Background: an optimization exercise with open tools, aiming at a short achievable clock period and few clock cycles per item. Do not read the settings as production practice. The RTL was checked by simulation tests, not by an equivalence proof against the original design. The clock port is modelled as an ideal driver; clocking choices that lean on that would not hold on a real chip. Power figures rest on the tool's default switching activity, not on a simulated workload.

==> flow/design.v (excerpt) <==
module keyed_queue_move_to_front #(
  parameter int DEPTH    = 16,
  parameter int KEY_BITS = 16
) (
  input  wire logic                          clk,
  input  wire logic                          rst,
  input  wire logic                          in_valid,
  output logic                               in_stall,
  input  wire logic [1:0]                    mode,
  input  wire logic [KEY_BITS-1:0]           key,
  output logic                               out_valid,
  input  wire logic                          out_stall,
  output logic [KEY_BITS-1:0]                out_key,
  output logic [1:0]                         status,
  output logic [$clog2(DEPTH+1)-1:0]         occupancy
);
==> flow/config.mk <==
export PLATFORM = sky130hd
export DESIGN_NAME = keyed_queue_move_to_front
export DESIGN_NICKNAME = keyed_queue_move_to_front
export VERILOG_FILES = /design/flow/design.v
export SDC_FILE = /design/flow/constraint.sdc
export NUM_CORES = 4
export LEC_CHECK = 0
export ABC_CLOCK_PERIOD_IN_PS = 1500
export CAP_MARGIN = 20
export CORE_MARGIN = 2
export CORE_UTILIZATION = 40
export CTS_CLUSTER_DIAMETER = 100
export CTS_CLUSTER_SIZE = 24
export SETUP_SLACK_MARGIN = 1.5
export SLEW_MARGIN = 20
==> flow/constraint.sdc <==
create_clock -name core_clock -period 3.0 [get_ports {clk}]
set_input_delay 0.6000 -clock core_clock [delete_from_list [all_inputs] [get_ports {clk}]]
set_output_delay 0.6000 -clock core_clock [all_outputs]
set_load 0.01 [all_outputs]
standard.sh (not shown) runs the stock make flow with config.mk's settings and CLKGATE_MAP_FILE= SYNTH_SCRIPT=/design/flow/synth_recipe.tcl, a recipe that flattens the netlist after the stock synthesis.
==> flow/flow/run.sh <==
#!/bin/bash
set -euo pipefail
here=$(pwd)
bash standard.sh PRE_CTS_TCL="$here/flow/pre_cts.tcl" finish > "$here/standard_flow.log" 2>&1
Other scripts of this flow, unchanged in this note and not shown: flow/flow/pre_cts.tcl
Testbench counts at the start, summed over its fixed seeds: cycles 24,048, items 24,000.
Change:
--- a/flow/design.v
+++ b/flow/design.v
@@ -97,16 +97,15 @@
   logic                a_e0;       
   logic                a_e1;       
   logic                a_e2;       
   logic                a_e3;       
   logic                b_v;
   logic [1:0]          b_mode;
   logic [KEY_BITS-1:0] b_key;
-  logic [3:0][DEPTH-1:0] b_q;      
-  logic [DEPTH-1:0]    b_vq;       
+  logic [DEPTH-1:0]    b_lo, b_hi;  
   logic                b_e0, b_e1, b_e2, b_e3;
   logic [DEPTH-1:0]    pa_s, pa_dq, pa_ld;   
   logic                d_v;
   logic [1:0]          d_mode;
   logic [KEY_BITS-1:0] d_key;
   logic [DEPTH-1:0]    d_m;        
   logic                d_e1, d_e2, d_e3;
@@ -121,44 +120,43 @@
     a_mode <= mode;
     a_key  <= key;
     a_e0   <= (key == c_key);
     a_e1   <= (key == d_key);
     a_e2   <= (key == b_key);
     a_e3   <= (key == a_key);
   end
-  localparam int QB = KEY_BITS / 4;
-  logic [3:0][DEPTH-1:0] r_q;
+  localparam int LB = KEY_BITS / 2;
+  logic [DEPTH-1:0] r_lo, r_hi;
   always_comb begin
-    for (int j = 0; j < 4; j++) begin
-      for (int i = 0; i < DEPTH; i++) begin
-        r_q[j][i] = (cell_key[i][j*QB +: QB] == a_key[j*QB +: QB]);
-      end
+    for (int i = 0; i < DEPTH; i++) begin
+      r_lo[i] = cell_valid[i] & (cell_key[i][LB-1:0] == a_key[LB-1:0]);
+      r_hi[i] = (cell_key[i][KEY_BITS-1:LB] == a_key[KEY_BITS-1:LB]);
     end
   end
   always_ff @(posedge clk) begin
     if (rst) b_v <= 1'b0;
     else     b_v <= a_v;
   end
   always_ff @(posedge clk) begin
     b_mode <= a_mode;
     b_key  <= a_key;
-    b_q    <= r_q;
-    b_vq   <= cell_valid;
+    b_lo   <= r_lo;
+    b_hi   <= r_hi;
     b_e0   <= a_e0;
     b_e1   <= a_e1;
     b_e2   <= a_e2;
     b_e3   <= a_e3;
     pa_s   <= x_s;
     pa_dq  <= x_dq;
     pa_ld  <= x_ld;
   end
   logic [DEPTH-1:0] r_b;       
   logic [DEPTH-1:0] m_b;       
   always_comb begin
-    r_b = b_vq & b_q[0] & b_q[1] & b_q[2] & b_q[3];
+    r_b = b_lo & b_hi;
     for (int i = 0; i < DEPTH; i++) begin
       if (pa_s[i])       m_b[i] = (i == 0) ? b_e0 : r_b[(i == 0) ? 0 : i-1];
       else if (pa_dq[i]) m_b[i] = (i == DEPTH-1) ? 1'b0 : r_b[(i == DEPTH-1) ? i : i+1];
       else               m_b[i] = r_b[i] | (pa_ld[i] & b_e0);
     end
   end
   always_ff @(posedge clk) begin
@@ -181,15 +179,15 @@
   always_comb begin
     for (int i = 0; i < DEPTH; i++) begin
       if (pb_s[i])       m1[i] = (i == 0) ? d_e1 : d_m[(i == 0) ? 0 : i-1];
       else if (pb_dq[i]) m1[i] = (i == DEPTH-1) ? 1'b0 : d_m[(i == DEPTH-1) ? i : i+1];
       else               m1[i] = d_m[i] | (pb_ld[i] & d_e1);
     end
     for (int i = 0; i < DEPTH; i++) begin
-      if (x_pf)          m_d[i] = x_u[i] ? ((i == 0) ? d_e2 : m1[(i == 0) ? 0 : i-1]) : m1[i];
+      if (x_s[i])        m_d[i] = (i == 0) ? d_e2 : m1[(i == 0) ? 0 : i-1];
       else if (x_dq[i])  m_d[i] = (i == DEPTH-1) ? 1'b0 : m1[(i == DEPTH-1) ? i : i+1];
       else               m_d[i] = m1[i] | (x_ld[i] & d_e2);
     end
   end
   always_ff @(posedge clk) begin
     if (rst) begin
       c_v     <= 1'b0;
@@ -233,25 +231,25 @@
     end
     if (x_deq) found = ~&c_mn[DEPTH-1:1];
     else       found = ~&c_mn | (x_enq & c_e);
     for (int i = 0; i < DEPTH; i++) begin
       if (x_dq[i]) vn[i] = (i == DEPTH-1) ? 1'b0 : cell_valid[(i == DEPTH-1) ? i : i+1];
       else         vn[i] = cell_valid[i] | x_ld[i];
     end
-    c_deq = c_isdeq & ~x_occ[0];
-    c_enq = c_isenq & ~x_occ[DEPTH];
+    c_deq = c_isdeq & vn[0];
+    c_enq = c_isenq & ~vn[DEPTH-1];
     c_pf  = c_ispro & found;
     c_u   = {DEPTH{c_ispro}} & u;
     for (int i = 0; i < DEPTH; i++) begin
       c_dq[i] = c_isdeq & vn[i];
       c_ld[i] = c_isenq & ~vn[i] & ((i == 0) ? 1'b1 : vn[(i == 0) ? 0 : i-1]);
     end
     case (c_mode)
-      kqm_pkg::MODE_ENQ: c_st = x_occ[DEPTH] ? kqm_pkg::ST_FULL : kqm_pkg::ST_OK;
-      kqm_pkg::MODE_DEQ: c_st = x_occ[0] ? kqm_pkg::ST_EMPTY : kqm_pkg::ST_OK;
+      kqm_pkg::MODE_ENQ: c_st = vn[DEPTH-1] ? kqm_pkg::ST_FULL : kqm_pkg::ST_OK;
+      kqm_pkg::MODE_DEQ: c_st = vn[0] ? kqm_pkg::ST_OK : kqm_pkg::ST_EMPTY;
       default:           c_st = kqm_pkg::ST_OK;
     endcase
     if (c_enq)      c_occ = {x_occ[DEPTH-1:0], 1'b0};
     else if (c_deq) c_occ = {1'b0, x_occ[DEPTH:1]};
     else            c_occ = x_occ;
   end
   always_ff @(posedge clk) begin
Result: Via count rose by 0.52%; die area fell by 3.3%; flip-flop and latch count fell by 49; cell count fell by 0.64%; synthesized area fell by 3.4%; synthesized cell count fell by 1.1%; total power fell by 4.4%; wire length rose by 1.0%; combinational power rose by 27%; fmax fell by 3.2%; register-to-register slack got worse by 0.06 ns; utilization rose by 0.67 points.
Testbench counts after the change, summed over its fixed seeds: cycles 24,048, items 24,000.

[afterwards: timing with drivers on the ports]
How much do the figures lean on ideal ports? The routed layouts below were timed once more, with nothing changed but the port constraints.
Step 1: set_driving_cell puts a clkbuf_16 on clk and a buf_2 on each other input, an assumption about the parent block.
Step 2, shift: input delay + t, output delay - t, t = (earliest + latest rising clock arrival at the registers) / 2. This alone moves slack from input paths to output paths.
a / b / c = no drivers / after step 1 / after step 2; a / b = the first two.
run | t, ns | slack for setup (ns) | slew at the worst register clock pin (ns)
the first run | 0.533 | 1.502 / 1.357 / 1.162 | 0.11 / 0.11
the second run | 0.517 | 1.453 / 1.364 / 1.087 | 0.10 / 0.10
After both steps every run listed still meets setup and hold. For the second run, which loses most, drivers alone change the setup slack by -0.089 ns; drivers and shift together by -0.366 ns.
